Source: an optimization exercise on an open RTL-to-GDS flow (aim: small area). Production flows keep margins and buffers that such runs may drop. Function was checked by simulation only, so behaviour that the tests miss may differ from the original. Power figures rest on the tool's default switching activity, not on a simulated workload.

<file path="run.sh">
#!/bin/bash
# synth_recipe.tcl (not shown) runs the flow's synth.tcl, then flattens the netlist and writes it again
# the make line also repeats each setting of config.mk as NAME=value (left out here)
make -C /OpenROAD-flow-scripts/flow DESIGN_CONFIG=/design/flow/config.mk WORK_HOME=/design/flow/orfs CLKGATE_MAP_FILE= SYNTH_SCRIPT=/design/flow/synth_recipe.tcl finish
</file>
<file path="config.mk">
export PLATFORM = sky130hd
export DESIGN_NAME = udp_rx_top
export DESIGN_NICKNAME = udp_rx_top
export VERILOG_FILES = /design/flow/design.v
export SDC_FILE = /design/flow/constraint.sdc
export NUM_CORES = 4
export LEC_CHECK = 0
export CAP_MARGIN = 20
export CORE_MARGIN = 2
export CORE_UTILIZATION = 40
export SLEW_MARGIN = 20
export SYNTH_MEMORY_MAX_BITS = 8192
</file>
<file path="constraint.sdc">
create_clock -name core_clock -period 12.0 [get_ports {rx_axis_aclk}]
set_input_delay 2.4000 -clock core_clock [delete_from_list [all_inputs] [get_ports {rx_axis_aclk}]]
set_output_delay 2.4000 -clock core_clock [all_outputs]
set_load 0.01 [all_outputs]
</file>
<file path="design.v">
package udp_rx_pkg;
    typedef struct packed {
        logic [64-1:0] tdata;
        logic [8-1:0] tkeep;
        logic                      tlast;
    } ip_beat_t;
    typedef struct packed {
        logic [15:0] checksum;
        logic [15:0] length;
        logic [15:0] dst_port;
        logic [15:0] src_port;
    } udp_header_t;
    typedef struct packed {
        logic [5:0] beat_cnt;
        logic [5:0] out_beats;
        logic [7:0] last_keep;
        logic       good;
        logic [6:0] pad;
    } udp_verdict_t;
    function automatic logic [15:0] csum_add(input logic [15:0] a, input logic [15:0] b);
        logic [16:0] sum;
        sum = {1'b0, a} + {1'b0, b};
        csum_add = sum[15:0] + {15'd0, sum[16]};
    endfunction
endpackage
`timescale 1ns/1ps
module udp_csum_lane (
    input  logic        rx_axis_aclk,
    input  logic        rx_axis_aresetn,
    input  logic        clear,
    input  logic        add,
    input  logic [15:0] word,
    output logic [15:0] sum
);
    always_ff @(posedge rx_axis_aclk) begin
        if (!rx_axis_aresetn) begin
            sum <= 16'h0000;
        end else if (clear) begin
            if (add) begin
                sum <= word;
            end else begin
                sum <= 16'h0000;
            end
        end else if (add) begin
            sum <= udp_rx_pkg::csum_add(sum, word);
        end
    end
endmodule
`timescale 1ns/1ps
module udp_rx_header_parser (
    input  logic                      rx_axis_aclk,
    input  logic                      rx_axis_aresetn,
    input  udp_rx_pkg::ip_beat_t      in_beat,
    input  logic                      in_valid,
    input  logic                      in_bad,
    input  logic [31:0]               src_ip,
    input  logic [31:0]               dst_ip,
    output logic                      pkt_clear,
    output logic                      lane_add,
    output logic [64-1:0] lane_words,
    output logic                      pkt_end,
    output logic [15:0]               pseudo_sum,
    output logic [15:0]               udp_len,
    output logic [5:0]                beat_cnt,
    output logic                      pkt_bad,
    output logic                      pay_valid,
    output logic [64-1:0] pay_data
);
    typedef enum logic {
        ST_HEADER,
        ST_PAYLOAD
    } state_t;
    state_t                    state;
    logic [64-1:0] masked_words;
    logic [8-1:0] byte_en;
    logic [15:0]               ip_sum;
    logic [15:0]               pseudo_fold;
    logic                      hdr_take;
    logic                      pay_take;
    assign hdr_take = in_valid && (state == ST_HEADER) && !in_beat.tlast;
    assign pay_take = in_valid && (state == ST_PAYLOAD);
    assign byte_en = in_beat.tlast ? in_beat.tkeep : '1;
    for (genvar i = 0; i < 4; i++) begin : g_mask
        assign masked_words[16*i +: 16] = {in_beat.tdata[16*i +: 8] & {8{byte_en[2*i]}},
                                  in_beat.tdata[16*i+8 +: 8] & {8{byte_en[2*i+1]}}};
    end
    always_comb begin
        ip_sum = udp_rx_pkg::csum_add(udp_rx_pkg::csum_add(src_ip[31:16], src_ip[15:0]),
                          udp_rx_pkg::csum_add(dst_ip[31:16], dst_ip[15:0]));
        pseudo_fold = udp_rx_pkg::csum_add(ip_sum, udp_rx_pkg::csum_add(16'd17, udp_len));
    end
    always_ff @(posedge rx_axis_aclk) begin
        if (!rx_axis_aresetn) begin
            state <= ST_HEADER;
        end else if (hdr_take) begin
            state <= ST_PAYLOAD;
        end else if (pay_take && in_beat.tlast) begin
            state <= ST_HEADER;
        end
    end
    always_ff @(posedge rx_axis_aclk) begin
        if (!rx_axis_aresetn) begin
            pkt_clear <= 1'b0;
            lane_add  <= 1'b0;
            pkt_end   <= 1'b0;
            pay_valid <= 1'b0;
            beat_cnt  <= 6'd0;
        end else begin
            pkt_clear <= hdr_take;
            lane_add  <= hdr_take || pay_take;
            pkt_end   <= pay_take && in_beat.tlast;
            pay_valid <= pay_take;
            if (hdr_take) begin
                beat_cnt <= 6'd0;
            end else if (pay_take) begin
                beat_cnt <= beat_cnt + 6'd1;
            end
        end
    end
    always_ff @(posedge rx_axis_aclk) begin
        lane_words <= masked_words;
        pay_data   <= in_beat.tdata;
        if (hdr_take) begin
            udp_len <= {in_beat.tdata[39:32], in_beat.tdata[47:40]};
        end
        if (pay_take && in_beat.tlast) begin
            pseudo_sum <= pseudo_fold;
            pkt_bad    <= in_bad;
        end
    end
endmodule
`timescale 1ns/1ps
module udp_csum_verdict (
    input  logic                     rx_axis_aclk,
    input  logic                     rx_axis_aresetn,
    input  logic                     pkt_end,
    input  logic [64-1:0] lane_sums,
    input  logic [15:0]              pseudo_sum,
    input  logic [15:0]              udp_len,
    input  logic [5:0]               beat_cnt,
    input  logic                     pkt_bad,
    output logic                     verdict_valid,
    output udp_rx_pkg::udp_verdict_t verdict
);
    logic        end_d1;
    logic        end_d2;
    logic [15:0] ps_d1;
    logic [15:0] len_d1;
    logic [15:0] len_d2;
    logic [5:0]  cnt_d1;
    logic [5:0]  cnt_d2;
    logic        bad_d1;
    logic        bad_d2;
    logic [15:0] fold_lo;
    logic [15:0] fold_hi;
    logic [15:0] total;
    logic [15:0] pay_len;
    logic [15:0] beats_need;
    logic [2:0]  tail;
    always_ff @(posedge rx_axis_aclk) begin
        if (!rx_axis_aresetn) begin
            end_d1        <= 1'b0;
            end_d2        <= 1'b0;
            verdict_valid <= 1'b0;
        end else begin
            end_d1        <= pkt_end;
            end_d2        <= end_d1;
            verdict_valid <= end_d2;
        end
    end
    always_ff @(posedge rx_axis_aclk) begin
        if (pkt_end) begin
            ps_d1  <= pseudo_sum;
            len_d1 <= udp_len;
            cnt_d1 <= beat_cnt;
            bad_d1 <= pkt_bad;
        end
    end
    always_ff @(posedge rx_axis_aclk) begin
        fold_lo <= udp_rx_pkg::csum_add(lane_sums[15:0], lane_sums[31:16]);
        fold_hi <= udp_rx_pkg::csum_add(udp_rx_pkg::csum_add(lane_sums[47:32], lane_sums[63:48]), ps_d1);
        len_d2  <= len_d1;
        cnt_d2  <= cnt_d1;
        bad_d2  <= bad_d1;
    end
    always_comb begin
        total      = udp_rx_pkg::csum_add(fold_lo, fold_hi);
        pay_len    = len_d2 - 16'd8;
        beats_need = (pay_len + 16'd7) >> 3;
        tail       = pay_len[2:0];
    end
    always_ff @(posedge rx_axis_aclk) begin
        if (end_d2) begin
            verdict <= {cnt_d2,
                        beats_need[5:0],
                        (tail == 3'd0) ? 8'hff : (8'h01 << tail) - 8'h01,
                        (total == 16'hffff) && !bad_d2 &&
                        (len_d2 >= 16'd8) &&
                        (beats_need <= {10'd0, cnt_d2}),
                        7'd0};
        end
    end
endmodule
`timescale 1ns/1ps
module udp_rx_forwarder (
    input  logic                      rx_axis_aclk,
    input  logic                      rx_axis_aresetn,
    input  logic                      pay_valid,
    input  logic [64-1:0] pay_data,
    input  logic                      verdict_valid,
    input  udp_rx_pkg::udp_verdict_t  verdict,
    output logic [64-1:0] out_tdata,
    output logic [8-1:0] out_tkeep,
    output logic                      out_tvalid,
    output logic                      out_tlast
);
    localparam int DATA_AW = $clog2(64);
    localparam int VERD_AW = $clog2(32);
    typedef enum logic {
        SEND_IDLE,
        SEND_BEATS
    } send_state_t;
    logic [64-1:0] data_mem [64];
    logic [DATA_AW-1:0]        data_wr;
    logic [DATA_AW-1:0]        data_rd;
    logic [27:0]               verd_mem [32];
    logic [VERD_AW:0]          verd_wr;
    logic [VERD_AW:0]          verd_rd;
    logic                      verd_empty;
    send_state_t               state;
    logic [27:0]               cur;
    logic [5:0]                cur_beat_cnt;
    logic [5:0]                cur_out_beats;
    logic [7:0]                cur_last_keep;
    logic                      cur_good;
    logic [5:0]                beat_idx;
    logic                      start;
    logic                      last_read;
    logic                      emit;
    logic                      emit_last;
    always_ff @(posedge rx_axis_aclk) begin
        if (pay_valid) begin
            data_mem[data_wr] <= pay_data;
        end
        if (verdict_valid) begin
            verd_mem[verd_wr[VERD_AW-1:0]] <= verdict;
        end
    end
    assign cur_beat_cnt  = cur[27:22];
    assign cur_out_beats = cur[21:16];
    assign cur_last_keep = cur[15:8];
    assign cur_good      = cur[7];
    assign verd_empty = (verd_wr == verd_rd);
    assign start      = (state == SEND_IDLE) && !verd_empty;
    assign last_read  = (state == SEND_BEATS) && (beat_idx == cur_beat_cnt - 6'd1);
    assign emit       = (state == SEND_BEATS) && cur_good && (beat_idx < cur_out_beats);
    assign emit_last  = emit && (beat_idx == cur_out_beats - 6'd1);
    always_ff @(posedge rx_axis_aclk) begin
        if (!rx_axis_aresetn) begin
            data_wr  <= '0;
            data_rd  <= '0;
            verd_wr  <= '0;
            verd_rd  <= '0;
            state    <= SEND_IDLE;
            beat_idx <= 6'd0;
        end else begin
            if (pay_valid) begin
                data_wr <= data_wr + 1'b1;
            end
            if (verdict_valid) begin
                verd_wr <= verd_wr + 1'b1;
            end
            case (state)
                SEND_IDLE: begin
                    if (start) begin
                        verd_rd  <= verd_rd + 1'b1;
                        beat_idx <= 6'd0;
                        state    <= SEND_BEATS;
                    end
                end
                SEND_BEATS: begin
                    data_rd  <= data_rd + 1'b1;
                    beat_idx <= beat_idx + 6'd1;
                    if (last_read) begin
                        state <= SEND_IDLE;
                    end
                end
                default: begin
                    state <= SEND_IDLE;
                end
            endcase
        end
    end
    always_ff @(posedge rx_axis_aclk) begin
        if (start) begin
            cur <= verd_mem[verd_rd[VERD_AW-1:0]];
        end
    end
    always_ff @(posedge rx_axis_aclk) begin
        if (!rx_axis_aresetn) begin
            out_tvalid <= 1'b0;
            out_tlast  <= 1'b0;
        end else begin
            out_tvalid <= emit;
            out_tlast  <= emit_last;
        end
    end
    always_ff @(posedge rx_axis_aclk) begin
        out_tdata <= data_mem[data_rd];
        out_tkeep <= emit_last ? cur_last_keep : '1;
    end
endmodule
`timescale 1ns/1ps
module udp_rx_top (
    input  logic                      rx_axis_aclk,
    input  logic                      rx_axis_aresetn,
    input  logic [64-1:0] ip_rx_axis_tdata,
    input  logic [8-1:0] ip_rx_axis_tkeep,
    input  logic                      ip_rx_axis_tvalid,
    input  logic                      ip_rx_axis_tlast,
    input  logic                      ip_rx_axis_tuser,
    input  logic [31:0]               recv_dst_ip_addr,
    input  logic [31:0]               recv_src_ip_addr,
    output logic [64-1:0] udp_rx_axis_tdata,
    output logic [8-1:0] udp_rx_axis_tkeep,
    output logic                      udp_rx_axis_tvalid,
    output logic                      udp_rx_axis_tlast
);
    udp_rx_pkg::ip_beat_t                  in_beat;
    logic                      pkt_clear;
    logic                      lane_add;
    logic [64-1:0] lane_words;
    logic [64-1:0] lane_sums;
    logic                      pkt_end;
    logic [15:0]               pseudo_sum;
    logic [15:0]               udp_len;
    logic [5:0]                beat_cnt;
    logic                      pkt_bad;
    logic                      pay_valid;
    logic [64-1:0] pay_data;
    logic                      verdict_valid;
    udp_rx_pkg::udp_verdict_t              verdict;
    assign in_beat = {ip_rx_axis_tdata, ip_rx_axis_tkeep, ip_rx_axis_tlast};
    udp_rx_header_parser i_parser (
        .rx_axis_aclk    (rx_axis_aclk),
        .rx_axis_aresetn (rx_axis_aresetn),
        .in_beat         (in_beat),
        .in_valid        (ip_rx_axis_tvalid),
        .in_bad          (ip_rx_axis_tuser),
        .src_ip          (recv_src_ip_addr),
        .dst_ip          (recv_dst_ip_addr),
        .pkt_clear       (pkt_clear),
        .lane_add        (lane_add),
        .lane_words      (lane_words),
        .pkt_end         (pkt_end),
        .pseudo_sum      (pseudo_sum),
        .udp_len         (udp_len),
        .beat_cnt        (beat_cnt),
        .pkt_bad         (pkt_bad),
        .pay_valid       (pay_valid),
        .pay_data        (pay_data)
    );
    for (genvar g = 0; g < 4; g++) begin : g_lane
        udp_csum_lane i_lane (
            .rx_axis_aclk    (rx_axis_aclk),
            .rx_axis_aresetn (rx_axis_aresetn),
            .clear           (pkt_clear),
            .add             (lane_add),
            .word            (lane_words[16*g +: 16]),
            .sum             (lane_sums[16*g +: 16])
        );
    end
    udp_csum_verdict i_verdict (
        .rx_axis_aclk    (rx_axis_aclk),
        .rx_axis_aresetn (rx_axis_aresetn),
        .pkt_end         (pkt_end),
        .lane_sums       (lane_sums),
        .pseudo_sum      (pseudo_sum),
        .udp_len         (udp_len),
        .beat_cnt        (beat_cnt),
        .pkt_bad         (pkt_bad),
        .verdict_valid   (verdict_valid),
        .verdict         (verdict)
    );
    udp_rx_forwarder i_forwarder (
        .rx_axis_aclk    (rx_axis_aclk),
        .rx_axis_aresetn (rx_axis_aresetn),
        .pay_valid       (pay_valid),
        .pay_data        (pay_data),
        .verdict_valid   (verdict_valid),
        .verdict         (verdict),
        .out_tdata       (udp_rx_axis_tdata),
        .out_tkeep       (udp_rx_axis_tkeep),
        .out_tvalid      (udp_rx_axis_tvalid),
        .out_tlast       (udp_rx_axis_tlast)
    );
endmodule
</file>
==> impl_metrics.yaml <==
synth:
  synth_adder_area_share_pct: 1.597
  yosysMostFrequentCell: "edfxtp_1"
  synth_top_family_by_area: "multiplexers"
  syn_inst: 9699
  synth.cell_area_um2: 207600
  synth_cell_types: 100
  async_flop_share_pct: 0
  synth_compound_area_share_pct: 2.084
  yosysWarnings: 4
  yosys.area_share.xor_xnor_pct: 1.534
  synth_flop_cell: "edfxtp_1"
  netlist_top_cells_area: "edfxtp_1 71%, mux4_2 17%, dfxtp_1 3.5%"
  syn_avg_cell_area_um2: 21.40
  synth_mux_area_share_pct: 17.13
  yosys.area_share.simple_pct: 2.556
  netlist_top_cells_count: "4882 x edfxtp_1, 1555 x mux4_2, 366 x dfxtp_1"
  synth_top_area_cell: "edfxtp_1"
  synth_top_area_share_pct: 70.62
  yosys_register_bits: 5248
  synth_nets: 10100
  synth_edf_count: 4882
  synth_seq_area_share_pct: 74.15
timing:
  fin_tns_setup_ns: 0
  layout_min_cycle_time_ns: 11.04
  fmax_mhz: 90.59
  skew_ns: 0.1118
  rsz0062_at_grt: "false"
  timing.final.crit_share_pct: 91.99
  drv_slew: 0
  maxSlewHeadroom_pct: 19.69
  setup_viol: 0
  worst_pin_slew_ns: 1.205
  hold_viol: 0
layout:
  final_area_um2: 238200
  syn2layout_area_growth_pct: 14.74
  instances_no_fill: 17700
  drive_gt1_share_pct: 26.09
  final_nets: 10690
floorplan:
  core-area_um2: 516900
  dieArea_um2: 524800
  start_util_pct: 40.16
  rows: 264
  fp.dieH_um: 724.4
  io-pin-count: 215
  fp.dieW_um: 724.4
clock_network:
  hold_buffers: 0
  clk_path_buf_depth: 4
  post_cts_buffers: 0
  ctsRootBufferMaster: "clkbuf_16"
  h-tree-depth: 6
  ctsResizeCount: 0
  clkSinkCount: 5248
  clkTransAtPathRegs_ns: 0.05
  cts_tree: "yes"
  clock_latency_ns: 1.12
  numCtsBuffers: 555
critical_path:
  critical_path_class: "input pin to flop"
  crit_fanout: 3
  slowest_delay_ns: 0.55
  cp-start-kind: "input pin"
  worstPathBufferInverterCount: 2
  crit_required_ns: 12.73
  cp_common_cell: "ha_1"
  critPathArrivalTime_ns: 11.77
  crit_family: "compound AO/OA/AOI/OAI gates"
  reg2regPathDepth: 29
  path_depth: 45
  crit_slowest_cell: "o41ai_1"
  endpoint_kind: "flop"
placement:
  dp_hpwl_um: 307800
  gp_congestion: 0.8309
  portBuffers: 214
  place_area_um2: 219600
  dp_cells: 16640
detailed_routing:
  num_vias: 104100
  first_pass_iters: 5
  wl_per_cell_um: 32.21
  vias_per_cell: 5.880
  drt.antenna.violating_nets: 0
  totalWireLength_um: 570100
  drt_iter0_drc: 12120
  drc_errors: 0
job:
  maxCapViolCount: 0
power:
  p_total_mw: 42.24
  p_leak_nw: 73.08
  ir_drop_uv: 147.3
  power_density_nw_per_um2: 177.3
status:
  status: "complete, no violations"
global_route:
  grt_overflow_total: 0
  grt_pass1_vias: 104600
  grt_start_max_net_pins: 145
  grt_pass1_wl_um: 800400
  antenna_found_initial: 51
  grt.total_usage_pct: 21.47
min_path:
  min_path_cells: 0
  min_path_type: "flop to flop"
layer usage:
| layer | vias to the layer above | wire length, um | global-route usage, % |
|---|---|---|---|
| met3 | 955 | 44080 | 3.263 |
| met4 | 8 | 21350 | 7.285 |
| met2 | 4646 | 276800 | 35.02 |
| met1 | 56630 | 227800 | 29.66 |
| met5 | - | 97 | 0 |
| li1 | 41840 | - | - |
registers in the layout, summed over array words and instances (netlist names), 21 cells and up:
name and count:
i_forwarder.data_mem 4096, i_verdict.verdict 21, i_forwarder.cur 21, i_parser.pay_data 64, i_parser.lane_words 64, i_forwarder.verd_mem 672, g_lane.i_lane.sum 64, i_forwarder.out_tdata 64
final cells by class:
type | instances | area (um2)
repair buffers | 457 | 4383
clock buffers | 746 | 14990
flip-flops and latches | 5248 | 154100
multi-input cells | 3924 | 52430
fillers | 42290 | 278700
inverters | 104 | 391.6
diodes | 38 | 95.09
clock inverters | 269 | 3182
well taps | 6916 | 8653
path summary, 6_finish.rpt:
check | start | end | slack (ns)
setup / recovery | recv_src_ip_addr[0] | i_parser.pseudo_sum[15] | 0.96
hold / removal | i_verdict.len_d1[9] | i_verdict.len_d2[9] | 0.31
setup reg to reg | g_lane[2].i_lane.sum[0] | i_verdict.fold_hi[15] | 5.16
hold reg to reg | i_verdict.len_d1[9] | i_verdict.len_d2[9] | 0.31
layout by cell type, fill, tap and decap left out, types with 96 or more instances in the layout:
master,netlist,final
a21oi_1,131,131
and2_1,96,96
buf_4,0,207
clkbuf_1,306,160
clkbuf_16,0,562
clkdlybuf4s50_1,0,212
clkinv_1,1,96
dfxtp_1,366,306
edfxtp_1,4882,4882
ha_1,245,245
inv_1,102,102
mux4_2,1555,1555
nand2_1,198,198
nor2_1,312,216
o21ai_0,138,138
xnor2_1,232,232
xor2_1,122,122
worst reg2reg max path: cells and delay by family (launching register included):
kind	cells	cell delay, ns
xor+xnor	2	0.34
compound gates	13	3.12
buf+inv	1	0.06
fa+ha+maj	6	1.75
flops	1	0.33
simple gates	7	1.17
kinds of logic (layout without fill, tap and decap cells):
group | count (synthesis) | count (layout)
other cells | 1 | 39
mux | 1605 | 1605
simple gates | 1061 | 1061
xor+xnor | 358 | 358
fa+ha+maj | 258 | 258
buf+inv | 527 | 1576
compound gates | 641 | 641
flops | 5248 | 5248
per-stage QoR:
step	hold WS [ns]	setup WS (ns)	util [%]
finish	0.3097	0.9614	46.08
global placement	0.3253	-0.1544	42.47
CTS	0.3101	1.103	46.00
floorplan	0.3233	1.705	-
detailed placement	0.3269	0.1232	42.49
global route	0.3246	0.1549	46.07
power breakdown:
group	switching [mW]	internal (mW)
sequential	0.260	20.1
clock	7.33	9.69
combinational	2.34	2.49

-- port drivers added, routing unchanged --
Ports are ideal in the flow. The routed layout listed here was re-timed in OpenROAD. Step 1: set_driving_cell puts a clkbuf_16 on rx_axis_aclk and a buf_2 on each other input, an assumption about the parent block. Step 2 times the ports against the registers' clock, not the clock port: input delays grow and output delays shrink by t, the midpoint of the rising clock arrivals with the driver on. Three values: no drivers, after step 1, after step 2; two values: the first two.
t (ns): 1.166
slack for setup (ns): 0.961 / 1.049 / -0.116
hold WS [ns]: 0.310 / 0.310 / 0.310
Met with ideal ports but missed after step 2: setup timing in this run. For this run, drivers alone change the setup slack by +0.088 ns; drivers and shift together by -1.077 ns.
